Context: an optimization exercise on an open-source flow, tuned for small area and a short achievable clock period. The choices shown serve that exercise and are no tape-out recipe. In this exercise RTL edits were held to simulation tests only and were not proved equivalent to the original. In every run shown here, the design's own scripts or RTL, not TritonCTS, make the clock network. The clock port is modelled as an ideal driver, which makes a skipped or thinned clock tree look cheaper than it is; a real chip needs a root buffer or a tree. Power figures rest on the tool's default switching activity, not on a simulated workload.

## flow/flow/run.sh

```bash
#!/bin/bash
# ORFS's standard layout, with its clock tree built by flow/mytree.tcl instead of TritonCTS.
set -euo pipefail
here=$(pwd)
export PRE_CTS_TCL="$here/flow/pre_cts.tcl"
bash standard.sh > "$here/standard_flow.log" 2>&1
```

## flow/flow/mytree.tcl

```tcl
# Clock tree built top-down by recursive bisection of the flip-flop locations.
# ct_levels lists, from the root down, {fanout cell} for each level above the leaves: the clock
# port drives the first level's buffers, each buffer drives `fanout` of the next level's, and the
# last level's buffers each drive a compact cluster of at most ct_leaf_max flip-flop clock pins
# (their number is rounded up so every cluster has near the same size). Every path from the port
# passes the same number of cells; with inverters the number of levels must be even.
set ct_leaf_max 20
set ct_levels   {{4 sky130_fd_sc_hd__inv_16} {4 sky130_fd_sc_hd__inv_16} {3 sky130_fd_sc_hd__inv_8}}
set ct_leaf_cell sky130_fd_sc_hd__inv_8

proc ct_split {pts m} {
  if {$m <= 1} { return [list $pts] }
  set xs [lsort -integer [lmap p $pts {lindex $p 0}]]
  set ys [lsort -integer [lmap p $pts {lindex $p 1}]]
  set k [expr {([lindex $xs end] - [lindex $xs 0]) >= ([lindex $ys end] - [lindex $ys 0]) ? 0 : 1}]
  set s [lsort -integer -index $k $pts]
  set m1 [expr {$m / 2}]
  set n1 [expr {int(round(double([llength $s]) * $m1 / $m))}]
  return [concat [ct_split [lrange $s 0 [expr {$n1 - 1}]] $m1] [ct_split [lrange $s $n1 end] [expr {$m - $m1}]]]
}
proc ct_centroid {pts} {
  set sx 0; set sy 0
  foreach p $pts { set sx [expr {$sx + [lindex $p 0]}]; set sy [expr {$sy + [lindex $p 1]}] }
  set n [llength $pts]
  return [list [expr {$sx / $n}] [expr {$sy / $n}]]
}
set ct_block [ord::get_db_block]
set ct_clk   [$ct_block findNet clk]
set ct_tmp   [odb::dbNet_create $ct_block "clknet_ct_tmp"]
set ct_n 0
# a cell at the centroid of pts driving their iterms; returns {x y input-iterm}
proc ct_buffer {cell pts} {
  global ct_block ct_n ct_tmp
  lassign [ct_centroid $pts] cx cy
  set b [odb::dbInst_create $ct_block [[ord::get_db] findMaster $cell] "clkbuf_ct_$ct_n"]
  $b setLocation $cx $cy
  $b setPlacementStatus PLACED
  set net [odb::dbNet_create $ct_block "clknet_ct_$ct_n"]
  $net setSigType CLOCK
  incr ct_n
  foreach p $pts { set it [lindex $p 2]; $it disconnect; $it connect $net }
  set out [$b findITerm X]
  if {$out eq "NULL" || $out eq ""} { set out [$b findITerm Y] }
  $out connect $net
  set in [$b findITerm A]
  $in connect $ct_tmp
  return [list $cx $cy $in]
}
# build the subtree for pts at level lv; returns the list of {x y input-iterm} it exposes
proc ct_build {pts lv ngroups_below} {
  global ct_levels ct_leaf_cell ct_leaf_max
  if {$lv == [llength $ct_levels]} {
    # pts are sinks: split into leaf clusters
    set out {}
    foreach g [ct_split $pts $ngroups_below] { lappend out [ct_buffer $ct_leaf_cell $g] }
    return $out
  }
  lassign [lindex $ct_levels $lv] fan cell
  set out {}
  foreach g [ct_split $pts $fan] {
    set below [ct_build $g [expr {$lv + 1}] [expr {$ngroups_below / $fan}]]
    if {$lv == 0} { set out [concat $out [list [ct_buffer $cell $below]]] } else { lappend out [ct_buffer $cell $below] }
  }
  return $out
}
set sinks {}
foreach it [$ct_clk getITerms] {
  set bb [[$it getInst] getBBox]
  lappend sinks [list [expr {([$bb xMin] + [$bb xMax]) / 2}] [expr {([$bb yMin] + [$bb yMax]) / 2}] $it]
}
set ngroup 1
foreach l $ct_levels { set ngroup [expr {$ngroup * [lindex $l 0]}] }
set nleaf [expr {([llength $sinks] + $ct_leaf_max - 1) / $ct_leaf_max}]
set nleaf [expr {(($nleaf + $ngroup - 1) / $ngroup) * $ngroup}]
puts "mytree: [llength $sinks] sinks, $ngroup groups, $nleaf leaves"
# ct_build at level 0 splits the sinks by the root fanout; each root's subtree gets nleaf/4 leaves
set roots [ct_build $sinks 0 $nleaf]
foreach p $roots { set it [lindex $p 2]; $it disconnect; $it connect $ct_clk }
odb::dbNet_destroy $ct_tmp
global_connect
set_propagated_clock [all_clocks]
puts "mytree: made $ct_n cells"
```

## flow/flow/pre_cts.tcl

```tcl
# Replace TritonCTS with the clock tree in mytree.tcl; the rest of ORFS's CTS step
# (legalisation, timing repair) runs unchanged.
set ::mytree_script [file join [file dirname [file normalize [info script]]] mytree.tcl]
rename clock_tree_synthesis __orfs_clock_tree_synthesis
proc clock_tree_synthesis {args} {
  puts "clock_tree_synthesis replaced by $::mytree_script"
  uplevel #0 [list source $::mytree_script]
}
```

## flow/standard.sh

```bash
#!/bin/bash
# synth_recipe.tcl (not shown) runs the flow's synth.tcl, then flattens the netlist and writes it again
# the make line also repeats each setting of config.mk as NAME=value (left out here)
make -C /OpenROAD-flow-scripts/flow DESIGN_CONFIG=/design/flow/config.mk WORK_HOME=/design/flow/orfs CLKGATE_MAP_FILE= SYNTH_SCRIPT=/design/flow/synth_recipe.tcl "${@:-finish}"
```

## flow/config.mk

```make
export PLATFORM = sky130hd
export DESIGN_NAME = pio_ram_emu_responder
export DESIGN_NICKNAME = pio_ram_emu_responder
export VERILOG_FILES = /design/flow/design.v
export SDC_FILE = /design/flow/constraint.sdc
export NUM_CORES = 4
export LEC_CHECK = 0
export CAP_MARGIN = 20
export CORE_MARGIN = 2
export CORE_UTILIZATION = 68
export SETUP_SLACK_MARGIN = 2.3
export SLEW_MARGIN = 20
```

## flow/constraint.sdc

```tcl
create_clock -name core_clock -period 4.0 [get_ports {clk}]
set_input_delay 0.8000 -clock core_clock [delete_from_list [all_inputs] [get_ports {clk}]]
set_output_delay 0.8000 -clock core_clock [all_outputs]
set_load 0.01 [all_outputs]
```

## flow/design.v

```verilog
module pio_ram_emu_responder (
  input  logic       clk,
  input  logic       rst_n,
  input  logic [1:0] rx_pins,
  output logic [1:0] tx_pins,
  output logic       busy,
  output logic       protocol_err
);
  logic        st_rd_q, st_wr_q;   
  logic [3:0]  cnt_q;              
  logic [7:0]  addr_q;             
  logic [15:0] data_q;             
  logic [1:0]  tx_q;
  logic        busy_q, err_q;
  logic        wr_last_q;          
  logic        c3_q;               
  logic        c46_q;              
  logic        hold_q;             
  logic [15:0] ring [0:15][0:15];  
  logic [3:0]  t_q;                
  logic [3:0]  apos_q;             
  logic        pv_q;               
  logic [15:0] pdn_q;              
  logic [3:0]  pa_q;               
  logic [3:0]  pring_q;            
  logic [3:0]  dpos_q;             
  logic        clq_q;              
  logic        cq_q;               
  logic [31:0] wclr_q, wset_q;     
  logic [15:0] rsel_q;             
  logic [3:0]  psel_q;             
  logic [15:0] y_q [0:3];          
  logic        rh_q;               
  logic [1:0]  nu_q;               
  logic [3:0]  woh_q;              
  logic [1:0]  mt_q;               
  logic [1:0]  lk_q [0:3];         
  logic [1:0]  xk_q [0:3];         
  logic [1:0]  yk_q [0:3];         
  logic        al_q;               
  logic        got_q;              
  logic        hitd_q;             
  function automatic logic [1:0] add2(input logic [1:0] a, input logic [1:0] b);
    case ({a, b})
      4'b0000, 4'b0111, 4'b1010, 4'b1101: add2 = 2'd0;
      4'b0001, 4'b0100, 4'b1011, 4'b1110: add2 = 2'd1;
      4'b0010, 4'b0101, 4'b1000, 4'b1111: add2 = 2'd2;
      default:                            add2 = 2'd3;
    endcase
  endfunction
  wire in_frame = st_rd_q | st_wr_q;
  wire idle     = ~in_frame;
  logic [15:0] port_in [0:3];
  logic [15:0] port_val;
  always_comb begin
    for (int p = 0; p < 4; p++) begin
      port_in[p] = '0;
      for (int r = 0; r < 16; r++) port_in[p] = port_in[p] | ({16{rsel_q[r]}} & ring[r][4*p]);
    end
    port_val = '0;
    for (int p = 0; p < 4; p++) port_val = port_val | ({16{psel_q[p]}} & y_q[p]);
  end
  always_ff @(posedge clk) begin
    t_q <= t_q + 4'd1;
    for (int r = 0; r < 16; r++)
      for (int p = 0; p < 16; p++) begin
        if (p == 15 || p == 7)
          ring[r][p] <= ~(ring[r][p-1] | {16{wclr_q[2*r + (p == 7)]}});
        else if (p == 0 || p == 8)
          ring[r][p] <= ~((pdn_q & {16{wset_q[2*r + (p == 8)]}}) | ring[r][(p + 15) % 16]);
        else
          ring[r][p] <= ring[r][p-1];
      end
  end
  always_ff @(posedge clk) begin
    dpos_q <= dpos_q + 4'd1;
    clq_q  <= pv_q & ~clq_q & ~cq_q & (dpos_q[2:0] == 3'd5);
    cq_q   <= clq_q;
    wset_q <= wclr_q;
    for (int i = 0; i < 32; i++)
      wclr_q[i] <= pv_q & ~clq_q & ~cq_q & (dpos_q[2:0] == 3'd5) & ({pring_q, ~dpos_q[3]} == 5'(i));
    if (cq_q) pv_q <= 1'b0;
    if (wr_last_q) begin
      if (rst_n) begin
        pdn_q   <= ~{data_q[13:0], rx_pins};
        pa_q    <= addr_q[3:0];
        pring_q <= addr_q[7:4];
        pv_q    <= 1'b1;
      end
      dpos_q <= apos_q + 4'd1;
    end
  end
  always_ff @(posedge clk) begin
    if (in_frame) begin
      case (cnt_q)
        4'd0: addr_q[7:6] <= rx_pins;
        4'd1: addr_q[5:4] <= rx_pins;
        4'd2: addr_q[3:2] <= rx_pins;
        4'd3: addr_q[1:0] <= rx_pins;
        default: ;
      endcase
    end
    begin
      logic [3:0] pos_k [0:3];
      logic [3:0] port_k [0:3];
      logic [3:0] cand [0:3];
      for (int k = 0; k < 4; k++) begin
        pos_k[k] = {add2(addr_q[3:2], xk_q[k]), lk_q[k]};
        for (int p = 0; p < 4; p++) port_k[k][p] = (add2(addr_q[3:2], yk_q[k]) == 2'(p));
      end
      if (cnt_q == 4'd3) apos_q <= pos_k[rx_pins];
      else               apos_q <= apos_q + 4'd1;
      for (int k = 0; k < 4; k++)
        cand[k] = (cnt_q == 4'd2) ? {woh_q[(3 - k) % 4], woh_q[(6 - k) % 4], woh_q[(5 - k) % 4], woh_q[(4 - k) % 4]}
                                  : port_k[k];
      if (cnt_q == 4'd2 || cnt_q == 4'd3) psel_q <= cand[rx_pins];
      else for (int p = 0; p < 4; p++) psel_q[p] <= (apos_q[3:2] == 2'(p));
    end
    for (int r = 0; r < 16; r++)
      rsel_q[r] <= (((cnt_q == 4'd1) ? {addr_q[7:6], rx_pins} : addr_q[7:4]) == 4'(r));
    for (int p = 0; p < 4; p++) y_q[p] <= port_in[p];
    rh_q <= rsel_q[pring_q];
    nu_q <= -t_q[1:0];
    for (int p = 0; p < 4; p++) woh_q[p] <= ((t_q[3:2] + 2'd1) == 2'(p));
    mt_q <= -(t_q[1:0] + 2'd1);
    for (int k = 0; k < 4; k++) begin
      logic [3:0] a, b;
      a = 4'(k) + t_q + 4'd2;    
      b = 4'(k) + t_q + 4'd1;    
      lk_q[k] <= a[1:0];
      xk_q[k] <= a[3:2];
      yk_q[k] <= b[3:2];
    end
    al_q <= (((cnt_q == 4'd3) ? rx_pins : addr_q[1:0]) == mt_q);
    if (c3_q) begin
      data_q <= port_val;
      got_q  <= (rx_pins == nu_q);
      hitd_q <= rh_q & (pa_q == {addr_q[3:2], rx_pins});
    end else if (c46_q) begin
      if (got_q ? hitd_q : al_q) data_q <= (got_q | hitd_q) ? ~pdn_q : port_val;
    end else if (!hold_q) begin
      data_q <= {data_q[13:0], rx_pins};
    end
  end
  always_ff @(posedge clk) begin
    if (!rst_n) begin
      st_rd_q   <= 1'b0;
      st_wr_q   <= 1'b0;
      cnt_q     <= '0;
      tx_q      <= 2'b00;
      busy_q    <= 1'b0;
      err_q     <= 1'b0;
      wr_last_q <= 1'b0;
      c3_q      <= 1'b0;
      c46_q     <= 1'b0;
      hold_q    <= 1'b0;
    end else begin
      tx_q      <= 2'b00;
      wr_last_q <= st_wr_q & (cnt_q == 4'd10);
      c3_q      <= st_rd_q & (cnt_q == 4'd2);
      c46_q     <= st_rd_q & (cnt_q >= 4'd3) & (cnt_q <= 4'd5);
      hold_q    <= st_rd_q ? (cnt_q <= 4'd5) : (idle & (rx_pins == 2'b01));
      if (idle) begin
        cnt_q   <= '0;
        st_rd_q <= (rx_pins == 2'b01);
        st_wr_q <= (rx_pins == 2'b10);
        busy_q  <= (rx_pins == 2'b01) | (rx_pins == 2'b10);
        if (rx_pins == 2'b11) err_q <= 1'b1;
      end else begin
        cnt_q <= cnt_q + 4'd1;
        if (wr_last_q) begin
          st_wr_q <= 1'b0;
          busy_q  <= 1'b0;
        end
        if (st_rd_q) begin
          if (cnt_q >= 4'd4 && rx_pins != 2'b00) err_q <= 1'b1;
          if (cnt_q == 4'd6) tx_q <= 2'b01;
          if (cnt_q >= 4'd7 && cnt_q <= 4'd14) tx_q <= data_q[15:14];
          if (cnt_q == 4'd15) begin
            st_rd_q <= 1'b0;
            busy_q  <= 1'b0;
          end
        end
      end
    end
  end
  assign tx_pins      = tx_q;
  assign busy         = busy_q;
  assign protocol_err = err_q;
endmodule
```

==> run summary, run 1 <==
The count of final max-slew check failures is 0. The count of cell types in the netlist is 59. The number of flops mapped to enable cells by yosys came out at 50.

The number of design-rule violations left by the first detailed-router iteration is between 6000 and 7000. The required time at the endpoint of the critical path is between 4 and 5 ns. Setup repair after global routing could not meet its margin everywhere. The worst-case register-to-register setup slack is 2.20 ns. The startpoint identified for the worst hold timing path is ring[58][10].

The total number of yosys warnings came out at 10. The global-route congestion overflow total is 0. The wire length reported by the detailed router came out at 284 mm.

The floorplan step defined a die boundary enclosing ~0.15 sq mm. For this block, the via count after detailed routing is around 53000. The data arrival at the endpoint of the critical path is about 2.1 ns. For this run, asynchronously set or reset flops after synthesis account for 0%.

The peak ir drop on the vdd network came out at around 510 uV. In this run the vertical extent of the chip is about 390 um. The setup skew after layout is approximately 0.036 ns. In this run the critical register-to-register path is launched from cnt_q[0].

The global-route usage over all layers is 36.7%. Entering global routing, the biggest net connects 38 pins. The summed negative setup slack over all endpoints came out at 0 ns. The cell depth of the worst flop-to-flop path is 7. The peak fanout along the critical path came out at 8. The die boundary width came out at 390 um. The tool flagged a number of max-cap violations equal to 0. The area added between synthesis and finish is 8.38%. The initial antenna violation count was 22. The leakage power came out at roughly 0.043 uW. The routability-driven placement congestion ratio came out at about 0.87. The final count of hold timing violations is 0. The total power per unit cell area came out at between 500 and 600 mW/mm^2. Setup violations remaining at the end of the flow were counted as 0. The upper clock frequency limit is ~550 MHz. The mean area per synthesized cell came out at between 15 and 20 sq um. The hold buffer count at CTS is 0. The number of cells produced by synthesis came out at 6751.

The kind of launch point of the worst setup path is a flip-flop. Using the TritonRoute via totals, the vias-per-cell ratio works out to between 5 and 6. Once the floorplan was initialized, standard cells occupied roughly two thirds of the core. The summed instance area of the synthesized netlist came out at 0.101 sq mm.

STA classifies the critical path endpoint as a flip-flop. The core footprint came out at approximately 0.15 sq mm. The worst setup path is of the reg2reg kind.

The residual DRC count came out at 0. The sequential element share of the synthesized area is ~86%. The path type of the worst min-delay path is reg2reg. Dividing the detail-routed wire length by the instance count gives roughly 32 um. The number of register bits inferred by synthesis is 4347. The clock period minus final worst setup slack came out at about 1.8 ns. In this run the tool buffered the top-level ports with 7 buffer cells.

After clock tree synthesis, the clock-pin slew on the worst setup and hold paths is around 0.10 ns. The fill cell instance count of the final layout came out at roughly 9400. For hold timing, the worst endpoint is ring[59][10]. The first-pass iteration count of the detailed router is 5.

The clock latency on the worst-skew pair is ~0.39 ns. The final-stage net count came out at about 7000. The number of cells traversed by the worst hold path is 0. The count of nets left with antenna violations once routing finished came out at 0. Measured on the finished design, the core utilization comes to approximately three quarters.

The via count of the first global-routing pass is a little under 50000. The number of top-level pins is 8. The number of rows created at floorplan is around 140. Synthesis produced a netlist with a net count of ~6800. The endpoint identified for the worst register-to-register timing path is psel_q[0]. The transition time at the pin with the least slew margin came out at approximately 1.3 ns. The worst pin sits at a relative slew slack of 11.2%.

After layout, the worst path uses between 40% and 50% of the clock period. The flow ran to the end and the layout has no timing, DRC or antenna violations. The HPWL after detailed placement came out at between 150 and 200 mm.

Among all flip-flop cells after synthesis, the most frequent one is sky130_fd_sc_hd__dfxtp_1. The global-route wire length before repair came out at about 380 mm. Cells with a size suffix above 1 make up between 10 and 15% of the layout.
==> flip-flops by register name, summed over array words and instances, names as in the netlist, 4 cells and up <==
name,count
pa_q,4
pdn_q,16
addr_q,8
xk_q,8
data_q,16
apos_q,4
woh_q,4
wclr_q,32
pring_q,4
dpos_q,4
wset_q,32
rsel_q,16
yk_q,7
ring,4096
cnt_q,4
psel_q,4
y_q,64
==> how the worst max path moves through the flow <==
stage | end | cells after the start | slack (ns) | start
detailed placement | psel_q[0] | 6 | 0.99 | rx_pins[1]
finish | psel_q[0] | 7 | 2.20 | cnt_q[0]
floorplan | apos_q[2] | 6 | 2.15 | rx_pins[0]
CTS | psel_q[2] | 5 | 2.13 | addr_q[3]
global placement | apos_q[2] | 7 | 0.98 | rx_pins[1]
global route | psel_q[2] | 7 | 2.14 | cnt_q[0]
==> cell families after synthesis <==
kind of cell,Yosys count,synth area share (%)
muxes,20,0.264
DFF,4347,86.4
adders and majority gates,29,0.358
AOI/OAI and AO/OA,1169,7.95
buffers and inverters,379,1.46
xor gates and xnor gates,43,0.372
and+or+nand+nor,764,3.19
==> layer usage <==
layer  part of all wire (%)  up-vias  wire length (um)  track usage, %
li1                       -    23000                 -               -
met1                     42    26600            118000            53.0
met2                     44     2732            125000            55.7
met3                     10      576             28500            6.73
met4                    4.5        2             12800            14.0
met5                 0.0046        -                13               0
==> power breakdown <==
group	internal, uW	total, uW	switching (uW)
clock network	2940	18800	15900
logic	448	1300	852
registers	43400	43600	187
==> worst max-delay path, cell delays in order, from the launching register on <==
cell	delay, ns
sky130_fd_sc_hd__dfxtp_4	0.38
sky130_fd_sc_hd__inv_4	0.06
sky130_fd_sc_hd__ha_4	0.17
sky130_fd_sc_hd__or3b_4	0.47
sky130_fd_sc_hd__o21ai_1	0.19
sky130_fd_sc_hd__a31oi_2	0.06
sky130_fd_sc_hd__nor3_2	0.25
sky130_fd_sc_hd__a21oi_2	0.10
==> metrics by stage <==
step | cells | power [uW] | cell area [sq um] | hold slack (ns) | setup WS [ns]
3_3_place_gp | 8454 | 45500 | 103000 | 0.310 | 0.979
2_1_floorplan | 6751 | 45000 | 101000 | 0.310 | 2.15
6_report | 8912 | 63700 | 110000 | 0.316 | 2.20
3_5_place_dp | 8455 | 45600 | 103000 | 0.312 | 0.990
5_1_grt | 8898 | 65500 | 110000 | 0.326 | 2.14
4_1_cts | 8862 | 63700 | 109000 | 0.309 | 2.13
==> timing repair <==
action                                  CTS  global route
setup buffers                            96            36
gates resized for setup                 147           104
endpoints found under the setup margin  175            89
gates cloned                              3             0
pin swaps                                17            18
==> cell type report <==
| class | instances | area [sq um] | share of cell area (%) |
|---|---|---|---|
| sequential | 4347 | 87700 | 79.9 |
| timing repair buffer | 247 | 2530 | 2.31 |
| inverter | 346 | 3820 | 3.48 |
| tap | 1930 | 2410 | 2.20 |
| timing repair inverter | 1 | 7.51 | 0.00684 |
| multi-input combinational | 2027 | 13300 | 12.1 |
| antenna | 14 | 35.0 | 0.0319 |
==> synthesized netlist by cell type (2+ instances only) <==
cell | instances | share of area (%)
sky130_fd_sc_hd__inv_1 | 37 | 0.14
sky130_fd_sc_hd__xor2_1 | 23 | 0.20
sky130_fd_sc_hd__buf_6 | 4 | 0.044
sky130_fd_sc_hd__a22o_1 | 288 | 2.5
sky130_fd_sc_hd__buf_4 | 2 | 0.015
sky130_fd_sc_hd__a221o_1 | 2 | 0.020
sky130_fd_sc_hd__nand3b_1 | 3 | 0.022
sky130_fd_sc_hd__nand2b_1 | 15 | 0.093
sky130_fd_sc_hd__or3_1 | 2 | 0.012
sky130_fd_sc_hd__nor2b_1 | 2 | 0.012
sky130_fd_sc_hd__o22ai_1 | 5 | 0.031
sky130_fd_sc_hd__mux2_1 | 2 | 0.022
sky130_fd_sc_hd__dfxtp_1 | 4297 | 85
sky130_fd_sc_hd__nand2_1 | 46 | 0.17
sky130_fd_sc_hd__a221oi_1 | 274 | 2.4
sky130_fd_sc_hd__o21ai_1 | 12 | 0.059
sky130_fd_sc_hd__mux4_2 | 5 | 0.11
sky130_fd_sc_hd__clkbuf_1 | 286 | 1.1
sky130_fd_sc_hd__nor2_1 | 571 | 2.1
sky130_fd_sc_hd__and2_1 | 5 | 0.031
sky130_fd_sc_hd__a31oi_1 | 4 | 0.025
sky130_fd_sc_hd__mux2i_1 | 11 | 0.11
sky130_fd_sc_hd__nand4_1 | 65 | 0.40
sky130_fd_sc_hd__edfxtp_1 | 50 | 1.5
sky130_fd_sc_hd__ha_1 | 29 | 0.36
sky130_fd_sc_hd__or2_2 | 3 | 0.019
sky130_fd_sc_hd__nand3_1 | 11 | 0.054
sky130_fd_sc_hd__a21boi_0 | 4 | 0.030
sky130_fd_sc_hd__buf_1 | 34 | 0.13
sky130_fd_sc_hd__mux2_2 | 2 | 0.022
sky130_fd_sc_hd__and3_1 | 4 | 0.025
sky130_fd_sc_hd__buf_2 | 15 | 0.074
sky130_fd_sc_hd__nor3_1 | 21 | 0.10
sky130_fd_sc_hd__xnor2_1 | 20 | 0.17
sky130_fd_sc_hd__o31ai_1 | 2 | 0.015
sky130_fd_sc_hd__nor3b_1 | 3 | 0.022
sky130_fd_sc_hd__a22oi_1 | 2 | 0.015
sky130_fd_sc_hd__nor4_1 | 3 | 0.019
sky130_fd_sc_hd__o2111a_1 | 2 | 0.022
sky130_fd_sc_hd__and4_1 | 3 | 0.026
sky130_fd_sc_hd__a21oi_1 | 543 | 2.7
sky130_fd_sc_hd__o21ai_0 | 22 | 0.11
==> placed cells by master (no fill, tap or decap), drive strengths merged, types with 23 or more instances in the layout <==
cell,synthesis,final
a21oi,543,543
nor2,572,572
edfxtp,50,50
nand2,47,47
inv,38,342
a221oi,275,275
a22o,288,288
nand4,65,65
o21ai,34,34
ha,29,29
buf,55,246
xor2,23,23
dfxtp,4297,4297
==> run 2: changes to the inputs <==
--- a/flow/config.mk
+++ b/flow/config.mk
@@ -8,5 +8,5 @@
 export CAP_MARGIN = 20
 export CORE_MARGIN = 2
-export CORE_UTILIZATION = 68
+export CORE_UTILIZATION = 75
 export SETUP_SLACK_MARGIN = 2.3
 export SLEW_MARGIN = 20
==> run summary, run 2 <==
The final-stage net count was 6958 (-0.64%). The wire length reported by the detailed router came out at 282 mm (-0.89%). The number of cells traversed by the worst hold path is 0 (unchanged).

The sequential element share of the synthesized area came out at 86.4% (unchanged). The mean area per synthesized cell is 15.0 sq um (unchanged). The number of flip-flops in the largest register is 4096 (unchanged).

The number of rows created at floorplan came out at 134 (-5.0%). The required time at the endpoint of the critical path is 4.12 ns (-0.16 ns). The number of register bits inferred by synthesis is 4347 (unchanged). The number of top-level pins is 8 (unchanged). The startpoint identified for the worst register-to-register timing path is psel_q[0].

The minimum setup slack after placement is 0.901 ns (-0.0883 ns). The count of final max-slew check failures is 0 (unchanged). The share of the synthesized area in the top cell type was 84.9% (unchanged). The placed cell area is 0.103 sq mm (-0.35%). The library cells used most frequently in the layout, excluding fill and tap cells, are 4204 x sky130_fd_sc_hd__dfxtp_1, 568 x sky130_fd_sc_hd__nor2_1, 541 x sky130_fd_sc_hd__a21oi_1. The HPWL after detailed placement is 152 mm (-2.8%). The global-route wire length before repair is 375 mm (-2.0%). Setup repair after global routing could not meet its margin everywhere.

The normalized max-slew margin came out at 11.0% (-0.21 points). The setup skew after layout came to 0.0351 ns (-0.00110 ns). The residual DRC count came out at 0 (unchanged). The endpoint kind of the worst setup timing path is a flip-flop. In the synthesized netlist the dominant register cell turns out to be sky130_fd_sc_hd__dfxtp_1.

In this run the worst hold path is classified as reg2reg. The leakage power came out at 0.0429 uW (-0.65%). The total nets after synthesis came out at 6784 (unchanged).

The number of design-rule violations left by the first detailed-router iteration came out at 6404 (+6.0%). The final instance area came out at 0.109 sq mm (-0.59%). The routability-driven placement congestion ratio is 0.876 (+1.1%). The die height is 371 um (-4.7%). The final period utilization came out at 45.2% (+0.090 points). The slowest stage of the critical path belongs to the cell sky130_fd_sc_hd__dfxtp_4. The share of synthesized flip-flops with an asynchronous set or reset was 0% (unchanged). The max-capacitance violation count came out at 0 (unchanged). The global-route congestion overflow total was 0 (unchanged). The critical setup path kind is reg2reg. The mean number of vias per cell came out at 6.15 (+3.6%).

The via count of the routed design is 53600 (+1.3%). The number of cells produced by synthesis is 6751 (unchanged). The final count of hold timing violations is 0 (unchanged).

The clock slew seen by the registers of the worst setup and hold paths was 0.10 ns (about the same). The worst hold margin came out at 0.315 ns (-0.000974 ns). The fill cell instance count of the final layout is 7128 (-24%). The detail-routed net length per standard cell is 32.3 um (+1.4%). The clock latency on the worst-skew pair is 0.38 ns (about the same).

The transition time at the pin with the least slew margin came out at 1.34 ns (+0.00311 ns). The most critical setup path has its startpoint at psel_q[0]. The initial antenna violation count came out at 31 (+41%). The count of input and output buffers is 7 (unchanged). The worst-case register-to-register setup slack came to 2.19 ns (about the same). The fraction of final layout cells with drive strength greater than 1 is 10.5% (-1.0 points). The flow ran to the end and the layout has no timing, DRC or antenna violations. The upper clock frequency limit is 553 MHz (-0.20%). The maximum number of pins on one net before global-route repair is 42 (+11%). The total power per unit cell area is 584 mW/mm^2 (+0.67%). The count of cell types in the netlist is 59 (unchanged). The most critical setup path has its endpoint at data_q[0].

The total number of yosys warnings was 10 (unchanged). After synthesis, the cell types taking the most area are sky130_fd_sc_hd__dfxtp_1 85%, sky130_fd_sc_hd__a21oi_1 2.7%, sky130_fd_sc_hd__a22o_1 2.5%, sky130_fd_sc_hd__a221oi_1 2.4%, sky130_fd_sc_hd__nor2_1 2.1%. The signal on the critical path passes through buf_6, a22o_1, a221oi_4, nand2_1, o21ai_0, a21oi_1.

The most frequent standard cell in the layout excluding fill and tap cells is sky130_fd_sc_hd__dfxtp_1. The largest registers in the layout are ring: 4096 flops, y_q: 64 flops. The die boundary width is 371 um (-4.7%). STA classifies the critical path startpoint as a flip-flop. The starting utilization of the core area came out at 75.7% (+7.2 points). Counting flops per register, the top entry is ring. The number of setup violations in the final report was 0 (unchanged). sky130_fd_sc_hd__dfxtp_1 is the most common cell in the netlist. The first-pass iteration count of the detailed router came to 5 (unchanged). The hold buffer count at CTS is 0 (unchanged). The largest incremental delay on the critical path was 0.43 ns (-0.04 ns). The core footprint is 0.134 sq mm (-9.5%). The global-route usage over all layers is 39.7% (+3.0 points). The area added between synthesis and finish is 7.74%.

The floorplan die area came to 0.138 sq mm (-9.2%). Counting instances in the post-synthesis netlist gives the leading cell types as 4297 x sky130_fd_sc_hd__dfxtp_1, 571 x sky130_fd_sc_hd__nor2_1, 543 x sky130_fd_sc_hd__a21oi_1, 288 x sky130_fd_sc_hd__a22o_1, 286 x sky130_fd_sc_hd__clkbuf_1. The clock period minus final worst setup slack came out at 1.81 ns (+0.00361 ns). The capturing point of the worst reg2reg path is data_q[0]. The leading area contributor after synthesis is sky130_fd_sc_hd__dfxtp_1.

The via count of the first global-routing pass is 50300 (+1.7%). The final antenna-violating net count came out at 0 (unchanged). The peak ir drop on the vdd network is 464 uV (-8.8%). The peak fanout along the critical path is 6 (-2). The summed negative setup slack over all endpoints is 0 ns (unchanged). The number of flops mapped to enable cells by yosys came out at 50 (unchanged). The cell depth of the worst flop-to-flop path is 6 (-1). The worst setup slack after layout was 2.19 ns (-0.00361 ns). The summed instance area of the synthesized netlist is 0.101 sq mm (unchanged). The data arrival at the endpoint of the critical path is 1.93 ns (-0.15 ns).
==> run 2: cell counts after synthesis <==
No cell type changed its count.
==> run 2: metal layers <==
metal | share of wire, % | wire length [um] | up-vias | global-route usage, %
li1 | - | - | 22900 | -
met1 | 39 | 111000 | 26600 | 56.7
met2 | 42 | 119000 | 3286 | 57.4
met3 | 12 | 32900 | 821 | 8.76
met4 | 6.6 | 18700 | 8 | 21.1
met5 | 0.019 | 54 | - | 0
==> run 2: cell type report <==
class / count / area, sq um / area share (%)
diodes: 18 / 45.0 / 0.0413
inverters: 346 / 3810 / 3.50
multi-input cells: 2028 / 13100 / 12.0
flip-flops and latches: 4347 / 87700 / 80.4
well taps: 1768 / 2210 / 2.03
repair buffers: 201 / 2260 / 2.07
repair inverters: 1 / 7.51 / 0.00688
==> run 2: worst max-delay path, delay by kind of cell (launching register included) <==
family,cells,cell delay [ns]
buffers and inverters,1,0.20
DFF,1,0.43
AOI/OAI and AO/OA,4,0.79
and+or+nand+nor,1,0.12
==> run 2: worst min-delay path by stage <==
stage                              from       endpoint  slack, ns
final                       ring[53][2]    ring[54][2]       0.32
after global routing        ring[53][2]    ring[54][2]       0.33
after CTS                  ring[82][14]   ring[83][14]       0.32
after detailed placement  ring[115][13]  ring[116][13]       0.31
after global placement    ring[251][14]  ring[252][14]       0.31
after floorplan             ring[99][0]   ring[100][0]       0.31
==> run 2: power breakdown <==
part	internal [uW]	switching, uW
registers	43400	213
logic	481	821
clock network	2940	15900
==> run 2: cells by family (layout without fill, tap and decap cells) <==
logic type                 Yosys count  after routing  synth area share [%]
buffers and inverters              379            548                  1.46
adders and majority gates           29             29                 0.358
xor gates and xnor gates            43             43                 0.372
AOI/OAI and AO/OA                 1169           1169                  7.95
and+or+nand+nor                    764            767                  3.19
other                                0             18                     0
DFF                               4347           4347                  86.4
muxes                               20             20                 0.264
==> run 2: what timing repair did <==
action                     CTS  global route
cloned                       4             2
setup endpoints to repair  185            93
pin swaps                   12            14
resized for setup          131            88
buffers inserted            63            40
==> run 2: stage by stage <==
| stage | total power [uW] | util (%) | cells |
|---|---|---|---|
| after floorplan | 45000 | - | 6751 |
| after global placement | 45500 | 77.1 | 8274 |
| after detailed placement | 45500 | 77.1 | 8274 |
| after CTS | 63400 | 80.8 | 8649 |
| after global routing | 65400 | 81.5 | 8692 |
| final | 63700 | 81.6 | 8709 |
==> run 3: changes to the inputs <==
--- a/flow/config.mk
+++ b/flow/config.mk
@@ -8,5 +8,6 @@
 export CAP_MARGIN = 20
 export CORE_MARGIN = 2
-export CORE_UTILIZATION = 75
+export CORE_UTILIZATION = 72
+export PLACE_DENSITY = 0.7
 export SETUP_SLACK_MARGIN = 2.3
 export SLEW_MARGIN = 20
==> run summary, run 3 <==
The run finished with no timing, DRC or antenna violations. The final antenna-violating net count is 0 (unchanged). The count of placed standard cells including taps came out at 8396 (+1.5%). The number of rows created at floorplan is 137 (+2.2%).

The mean number of vias per cell is 5.93 (-3.7%). The fill cell instance count of the final layout is 8107 (+14%). The transition time at the pin with the least slew margin was 1.32 ns (-0.0170 ns).

The first-pass iteration count of the detailed router came out at 5 (unchanged). The number of cells traversed by the worst hold path came out at 0 (unchanged). The number of setup violations in the final report was 0 (unchanged).

The global-route wire length before repair is 372 mm (-0.90%). The floorplan die area is 0.144 sq mm (+4.1%). The global-route usage over all layers was 37.9% (-1.8 points). After synthesis, the largest family of logic cells by area is compound AO/OA/AOI/OAI gates.

The clock latency on the worst-skew pair is 0.38 ns (about the same). The die height was 379 um (+2.0%). The number of register bits inferred by synthesis came out at 4347 (unchanged). The critical path in this run is classified as in2reg. The share of synthesized flip-flops with an asynchronous set or reset came to 0% (unchanged).

The worst-case register-to-register setup slack came out at 2.24 ns (+0.05 ns). The routability-driven placement congestion ratio is 0.874 (-0.18%). The count of final max-slew check failures is 0 (unchanged).

Among all stages on the critical path, the largest delay is contributed by sky130_fd_sc_hd__a221o_1. The number of cells produced by synthesis came out at 6751 (unchanged). The worst hold path begins at ring[130][2]. The total nets after synthesis came to 6784 (unchanged). The final-stage net count came out at 6991 (+0.47%). The count of input and output buffers is 7 (unchanged).

The simple-gate portion of the synthesized area is 3.19% (unchanged). The wire length reported by the detailed router came out at 278 mm (-1.1%). From synthesis to final layout, the design area changed by 8.63%. The initial antenna violation count is 23 (-26%). The filler-free cell count of the finished design came out at 8842 (+1.5%).

The maximum number of pins on one net before global-route repair came out at 35 (-17%). The hold buffer count at CTS is 0 (unchanged). The via count of the routed design came out at 52400 (-2.2%).

The max-capacitance violation count is 0 (unchanged). The detail-routed net length per standard cell came to 31.5 um (-2.6%). The global-route congestion overflow total came to 0 (unchanged). After synthesis, the most frequently instantiated cells are 4297 x sky130_fd_sc_hd__dfxtp_1, 571 x sky130_fd_sc_hd__nor2_1, 543 x sky130_fd_sc_hd__a21oi_1, 288 x sky130_fd_sc_hd__a22o_1, 286 x sky130_fd_sc_hd__clkbuf_1. The compound-cell area share of the yosys netlist is 7.95% (unchanged). The multi-input logic area is 0.0136 sq mm (+3.7%). The largest registers in the layout are ring: 4096 flops, y_q: 64 flops. The area share of xor/xnor cells in the synthesized design is 0.372% (unchanged). The total power per unit cell area is 580 mW/mm^2 (-0.76%). The adder and majority cell fraction of the synthesized area came out at 0.358% (unchanged). The top cell family by delay on the critical path is compound AO/OA/AOI/OAI gates. The placed cell area came out at 0.103 sq mm (+0.25%).

The cell that appears most often on the critical path is sky130_fd_sc_hd__a221o_1. The number of flip-flops in the largest register is 4096 (unchanged). The die boundary width came to 379 um (+2.0%). The HPWL after detailed placement is 152 mm (+0.30%). The data arrival at the endpoint of the critical path came out at 2.03 ns (+0.10 ns). The mean area per synthesized cell came out at 15.0 sq um (unchanged).

The worst hold margin is 0.309 ns (-0.00600 ns). The kind of launch point of the worst setup path is an input pin. The cell depth of the worst flop-to-flop path came out at 3 (-3).

The worst reg2reg path startpoint is rsel_q[10]. The total power came out at 63800 uW (about the same). The clock period minus final worst setup slack came out at 1.77 ns (-0.0378 ns).

The peak ir drop on the vdd network came out at 537 uV (+16%). Ranked by flip-flop count, first place goes to ring. The normalized max-slew margin came to 12.1% (+1.1 points). The final count of hold timing violations came out at 0 (unchanged). The count of cell types in the netlist is 59 (unchanged).

The core footprint is 0.140 sq mm (+4.3%). The largest total area in the synthesized netlist belongs to sky130_fd_sc_hd__dfxtp_1. Traced cell by cell, the critical path runs through buf_6, buf_8, ha_4, a221o_1, a221o_1, a21oi_2, a21oi_1. The clock slew seen by the registers of the worst setup and hold paths came out at 0.09 ns (about the same).

The path with the worst hold slack has its endpoint at ring[131][2]. The largest incremental delay on the critical path was 0.33 ns (-0.10 ns). The number of flops mapped to enable cells by yosys is 50 (unchanged). The setup skew after layout came out at 0.0392 ns (+0.00413 ns). The upper clock frequency limit came to 565 MHz (+2.1%).

The fraction of final layout cells with drive strength greater than 1 came to 11.8% (+1.3 points). The via count of the first global-routing pass came out at 49100 (-2.4%). The starting utilization of the core area is 72.6% (-3.1 points).

The final instance area is 0.110 sq mm (+0.83%). The leading register cell type out of synthesis is sky130_fd_sc_hd__dfxtp_1. The sequential element share of the synthesized area came out at 86.4% (unchanged). The number of top-level pins came to 8 (unchanged). The leakage power is 0.0432 uW (+0.76%). Leaving out fill and tap cells, the most frequent cell in the layout is sky130_fd_sc_hd__dfxtp_1. The final period utilization came out at 44.2% (-0.94 points). The min-delay analysis places its worst path in the category reg2reg. Setup repair after global routing could not meet its margin everywhere. The peak fanout along the critical path is 4 (-2). The summed negative setup slack over all endpoints is 0 ns (unchanged). The combined flip-flop and latch cell area came out at 0.0877 sq mm (about the same). In this run the critical register-to-register path is captured at y_q[2][6]. In the layout the commonest cells are 4204 x sky130_fd_sc_hd__dfxtp_1, 568 x sky130_fd_sc_hd__nor2_1, 539 x sky130_fd_sc_hd__a21oi_1. The residual DRC count is 0 (unchanged). The most instantiated library cell after synthesis is sky130_fd_sc_hd__dfxtp_1. The proportion of synthesized area in mux cells came out at 0.264% (unchanged). The share of the synthesized area in the top cell type is 84.9% (unchanged). The number of design-rule violations left by the first detailed-router iteration was 5716 (-11%). The required time at the endpoint of the critical path is 4.26 ns (+0.14 ns). The worst setup path is captured at a flip-flop.

The total number of yosys warnings is 10 (unchanged). The buffering stage count on the worst path with inverters included is 2 (+1). The summed instance area of the synthesized netlist was 0.101 sq mm (unchanged). Yosys attributes the largest share of cell area to sky130_fd_sc_hd__dfxtp_1 85%, sky130_fd_sc_hd__a21oi_1 2.7%, sky130_fd_sc_hd__a22o_1 2.5%, sky130_fd_sc_hd__a221oi_1 2.4%, sky130_fd_sc_hd__nor2_1 2.1%.
==> run 3: cell counts after synthesis <==
Identical to the previous run, type by type.
==> run 3: stage by stage <==
stage	setup slack, ns	utilization, %
after floorplan	2.15	-
after global placement	1.06	74.1
after detailed placement	1.13	74.1
after CTS	2.10	78.0
after global routing	2.20	78.8
final	2.23	78.9
==> run 3: worst max path at each step <==
stage          startpoint   endpoint  slack (ns)  depth (start not counted)
3_5_place_dp   rx_pins[0]  apos_q[2]        1.13                          7
6_report       rx_pins[0]  apos_q[2]        2.23                          7
5_1_grt          cnt_q[0]  psel_q[3]        2.20                          7
2_1_floorplan  rx_pins[0]  apos_q[2]        2.15                          6
3_3_place_gp   rx_pins[0]  apos_q[2]        1.06                          7
4_1_cts        rx_pins[0]  apos_q[2]        2.10                          7
==> run 3: timing repair <==
item	4_1_cts	5_1_grt
setup buffers	82	39
setup endpoints to repair	173	134
pin swaps	15	31
cloned	6	1
gates resized for setup	161	141
==> run 3: layout make-up <==
type | count | share of cell area, %
antenna | 10 | 0.0227
inverter | 346 | 3.46
tap | 1876 | 2.13
sequential | 4347 | 79.7
multi-input combinational | 2028 | 12.3
timing repair buffer | 234 | 2.35
timing repair inverter | 1 | 0.00682
==> run 3: kinds of logic after synthesis <==
kind of cell | Yosys count
flops | 4347
compound gates | 1169
simple gates | 764
buf+inv | 379
xor+xnor | 43
fa+ha+maj | 29
mux | 20
==> run 3: power by group <==
group | internal (uW) | total [uW] | switching (uW)
Combinational | 489 | 1350 | 866
Sequential | 43400 | 43600 | 225
Clock | 2940 | 18800 | 15900
Total | 46800 | 63800 | 16900
==> run 3: layer usage <==
layer / up-vias / global-route usage, % / share of wire [%]
met5: - / 0 / 0.020
met4: 8 / 20.9 / 7.1
met3: 808 / 6.87 / 9.2
met2: 2751 / 57.9 / 44
met1: 25900 / 51.8 / 40
li1: 23000 / - / -
==> run 4: changes to the inputs <==
--- a/flow/config.mk
+++ b/flow/config.mk
@@ -9,5 +9,4 @@
 export CORE_MARGIN = 2
 export CORE_UTILIZATION = 72
-export PLACE_DENSITY = 0.7
 export SETUP_SLACK_MARGIN = 2.3
 export SLEW_MARGIN = 20
==> run summary, run 4 <==
The worst hold margin came out at 0.309 ns (unchanged). The number of cells produced by synthesis came to 6751 (unchanged). After synthesis, the largest family of logic cells by area is compound AO/OA/AOI/OAI gates. The summed instance area of the synthesized netlist is 0.101 sq mm (unchanged). The area share of xor/xnor cells in the synthesized design came out at 0.372% (unchanged). The number of rows created at floorplan is 137 (unchanged). The global-route usage over all layers is 37.9% (unchanged). The number of cells traversed by the worst hold path is 0 (unchanged). The fraction of final layout cells with drive strength greater than 1 came out at 11.8% (unchanged).

The sequential share of power came to 68.4% (about the same). The count of final max-slew check failures is 0 (unchanged). The internal power is 46800 uW (unchanged).

The global-route wire length before repair is 372 mm (unchanged). The final-stage net count was 6991 (unchanged). The share of synthesized flip-flops with an asynchronous set or reset came out at 0% (unchanged). The proportion of synthesized area in mux cells came out at 0.264% (unchanged). The clock latency on the worst-skew pair came out at 0.38 ns (about the same).

The first-pass iteration count of the detailed router came out at 5 (unchanged). The placed cell area came out at 0.103 sq mm (unchanged). The register with the most flip-flops is ring. The switching portion of total power came out at 26.6% (unchanged). The count of cell types in the netlist was 59 (unchanged). The via count of the routed design is 52400 (unchanged). The initial antenna violation count is 23 (unchanged).

The flow ran to the end and the layout has no timing, DRC or antenna violations. The setup skew after layout was 0.0392 ns (unchanged). The min-delay analysis places its worst path in the category reg2reg. The residual DRC count was 0 (unchanged). The total nets after synthesis is 6784 (unchanged). The upper clock frequency limit is 565 MHz (unchanged).

The switching power summed over all nets is 16900 uW (unchanged). The final period utilization came out at 44.2% (unchanged). The global-route congestion overflow total came to 0 (unchanged). The wire length reported by the detailed router is 278 mm (unchanged).

The routability-driven placement congestion ratio came out at 0.874 (unchanged). The worst hold path begins at ring[130][2]. Leaving out fill and tap cells, the most frequent cells in the layout are 4204 x sky130_fd_sc_hd__dfxtp_1, 568 x sky130_fd_sc_hd__nor2_1, 539 x sky130_fd_sc_hd__a21oi_1. The core footprint came out at 0.140 sq mm (unchanged). The number of flip-flops in the largest register came out at 4096 (unchanged). The clock period minus final worst setup slack is 1.77 ns (unchanged). Tracing the worst setup path back leads to its startpoint at rx_pins[0]. The final instance area is 0.110 sq mm (unchanged).

The mean area per synthesized cell is 15.0 sq um (unchanged). The floorplan die area came out at 0.144 sq mm (unchanged). The part of the total power dissipated in combinational logic is 2.1% (about the same).

The starting utilization of the core area came out at 72.6% (unchanged). The total power per unit cell area is 580 mW/mm^2 (unchanged). The leakage power came out at 0.0432 uW (unchanged). The number of top-level pins came out at 8 (unchanged). The simple-gate portion of the synthesized area came to 3.19% (unchanged). The number of design-rule violations left by the first detailed-router iteration is 5716 (unchanged). For hold timing, the worst endpoint is ring[131][2]. The normalized max-slew margin is 12.1% (unchanged). By area the synthesized netlist is led by sky130_fd_sc_hd__dfxtp_1 85%, sky130_fd_sc_hd__a21oi_1 2.7%, sky130_fd_sc_hd__a22o_1 2.5%, sky130_fd_sc_hd__a221oi_1 2.4%, sky130_fd_sc_hd__nor2_1 2.1%. The die height is 379 um (unchanged). The capturing point of the worst reg2reg path is y_q[2][6].

The HPWL after detailed placement is 152 mm (unchanged). The data arrival at the endpoint of the critical path came to 2.03 ns (about the same). Among all flip-flop cells after synthesis, the most frequent one is sky130_fd_sc_hd__dfxtp_1. The total number of yosys warnings is 10 (unchanged). The compound-cell area share of the yosys netlist is 7.95% (unchanged). The count of input and output buffers was 7 (unchanged). The die boundary width came out at 379 um (unchanged). The startpoint identified for the worst register-to-register timing path is rsel_q[10].

The maximum number of pins on one net before global-route repair is 35 (unchanged). The transition time at the pin with the least slew margin is 1.32 ns (unchanged). The biggest area contributor in the post-synthesis netlist is sky130_fd_sc_hd__dfxtp_1. The final count of hold timing violations was 0 (unchanged).

The commonest cells after synthesis are 4297 x sky130_fd_sc_hd__dfxtp_1, 571 x sky130_fd_sc_hd__nor2_1, 543 x sky130_fd_sc_hd__a21oi_1, 288 x sky130_fd_sc_hd__a22o_1, 286 x sky130_fd_sc_hd__clkbuf_1. The summed negative setup slack over all endpoints is 0 ns (unchanged). The adder and majority cell fraction of the synthesized area came out at 0.358% (unchanged).

Among all cell types in the netlist, the one instantiated most often is sky130_fd_sc_hd__dfxtp_1. The clock slew seen by the registers of the worst setup and hold paths came to 0.09 ns (about the same). The worst-case register-to-register setup slack is 2.24 ns (about the same). The hold buffer count at CTS is 0 (unchanged). The required time at the endpoint of the critical path came out at 4.26 ns (about the same). Leaving out fill and tap cells, the most frequent cell in the layout is sky130_fd_sc_hd__dfxtp_1.

The cell depth of the worst flop-to-flop path is 3 (unchanged). The sequential element share of the synthesized area came to 86.4% (unchanged). The area added between synthesis and finish is 8.63% (unchanged). The combined flip-flop and latch cell area is 0.0877 sq mm (unchanged). The number of setup violations in the final report is 0 (unchanged). The relative contribution of the clock network to total power came out at 29.5% (about the same).

The endpoint kind of the worst setup timing path is a flip-flop. The share of the synthesized area in the top cell type is 84.9% (unchanged). The number of register bits inferred by synthesis is 4347 (unchanged). The mean number of vias per cell is 5.93 (unchanged). The fill cell instance count of the final layout is 8107 (unchanged). The multi-input logic area came to 0.0136 sq mm (unchanged). The peak fanout along the critical path is 4 (unchanged). The detail-routed net length per standard cell came out at 31.5 um (unchanged). The final antenna-violating net count came out at 0 (unchanged).

The max-capacitance violation count came out at 0 (unchanged). The via count of the first global-routing pass came out at 49100 (unchanged). The peak ir drop on the vdd network came out at 537 uV (unchanged). Setup repair after global routing could not meet its margin everywhere. The worst setup path is of the in2reg kind. The number of flops mapped to enable cells by yosys came out at 50 (unchanged). The kind of launch point of the worst setup path is an input pin.

The largest registers in the layout are ring: 4096 flops, y_q: 64 flops.
-- run 4: cell counts in the layout (fill, tap and decap cells not counted) --
Identical to the previous run, type by type.
-- run 4: final cells by class --
cell class,count,share of cell area [%]
multi-input cells,2028,12.3
repair buffers,234,2.35
repair inverters,1,0.00682
flip-flops and latches,4347,79.7
well taps,1876,2.13
inverters,346,3.46
diodes,10,0.0227
-- run 4: power by group through the flow --
| stage | sequential [uW] | combinational, uW | clock (uW) |
|---|---|---|---|
| after global placement | 44700 | 807 | 0 |
| after CTS | 43600 | 1160 | 18800 |
| after floorplan | 44500 | 560 | 0 |
| final | 43600 | 1350 | 18800 |
| after global routing | 43600 | 1370 | 20400 |
| after detailed placement | 44700 | 824 | 0 |
-- run 4: per-stage QoR --
stage	worst slack, ns	power (uW)	utilization, %	std cells
final	2.23	63800	78.9	8842
after global routing	2.20	65400	78.8	8836
after CTS	2.10	63600	78.0	8792
after detailed placement	1.13	45500	74.1	8396
after global placement	1.06	45500	74.1	8394
after floorplan	2.15	45000	-	6751
-- run 4: routing by layer --
layer	wire length, um	track usage [%]	vias up
met5	57	0	-
met4	19800	20.9	8
met3	25800	6.87	808
met2	122000	57.9	2751
met1	111000	51.8	25900
li1	-	-	23000
-- run 4: how the worst max path moves through the flow --
stage                      endpoint
final                     apos_q[2]
after global routing      psel_q[3]
after CTS                 apos_q[2]
after detailed placement  apos_q[2]
after global placement    apos_q[2]
after floorplan           apos_q[2]
-- run 4: cell families (layout without fill, tap and decap cells) --
family                     Yosys count  count (layout)
xor gates and xnor gates            43              43
and+or+nand+nor                    764             767
muxes                               20              20
buffers and inverters              379             581
DFF                               4347            4347
adders and majority gates           29              29
AOI/OAI and AO/OA                 1169            1169
other                                0              10
-- run 4: critical path, stage by stage --
cell	delay (ns)
sky130_fd_sc_hd__buf_6	0.13
sky130_fd_sc_hd__buf_8	0.12
sky130_fd_sc_hd__ha_4	0.17
sky130_fd_sc_hd__a221o_1	0.31
sky130_fd_sc_hd__a221o_1	0.33
sky130_fd_sc_hd__a21oi_2	0.11
sky130_fd_sc_hd__a21oi_1	0.05
-- run 4: repair_timing --
item	CTS	global route
endpoints found under the hold margin	0	0
setup endpoints to repair	173	134
gates cloned	6	1
setup buffers	82	39
pin swaps	15	31
resized for setup	161	141

-- what the ideal ports hide --
The flow's constraints put no driver on any port. The routed layouts listed below were extracted and timed again, unchanged, in two steps.
Step 1 assumes that a clkbuf_16 drives the clock port and a buf_2 every other input.
Step 2, shift: input delay + t, output delay - t, t = (earliest + latest rising clock arrival at the registers) / 2. This alone moves slack from input paths to output paths.
Slacks: ideal / step 1 / step 2; pairs: ideal / step 1.
run | shift t [ns] | slack for setup (ns) | worst hold slack (ns) | latest minus earliest clock arrival (ns)
run 1 | 0.647 | 2.196 / 2.049 / 1.851 | 0.316 / 0.317 / 0.317 | 0.049 / 0.049
run 2 | 0.645 | 2.193 / 2.055 / 1.895 | 0.315 / 0.315 / 0.315 | 0.045 / 0.046
run 3 | 0.655 | 2.230 / 2.051 / 1.826 | 0.309 / 0.309 / 0.309 | 0.042 / 0.042
run 4 | 0.655 | 2.230 / 2.051 / 1.826 | 0.309 / 0.309 / 0.309 | 0.042 / 0.042
After both steps setup and hold are still met in every run listed.
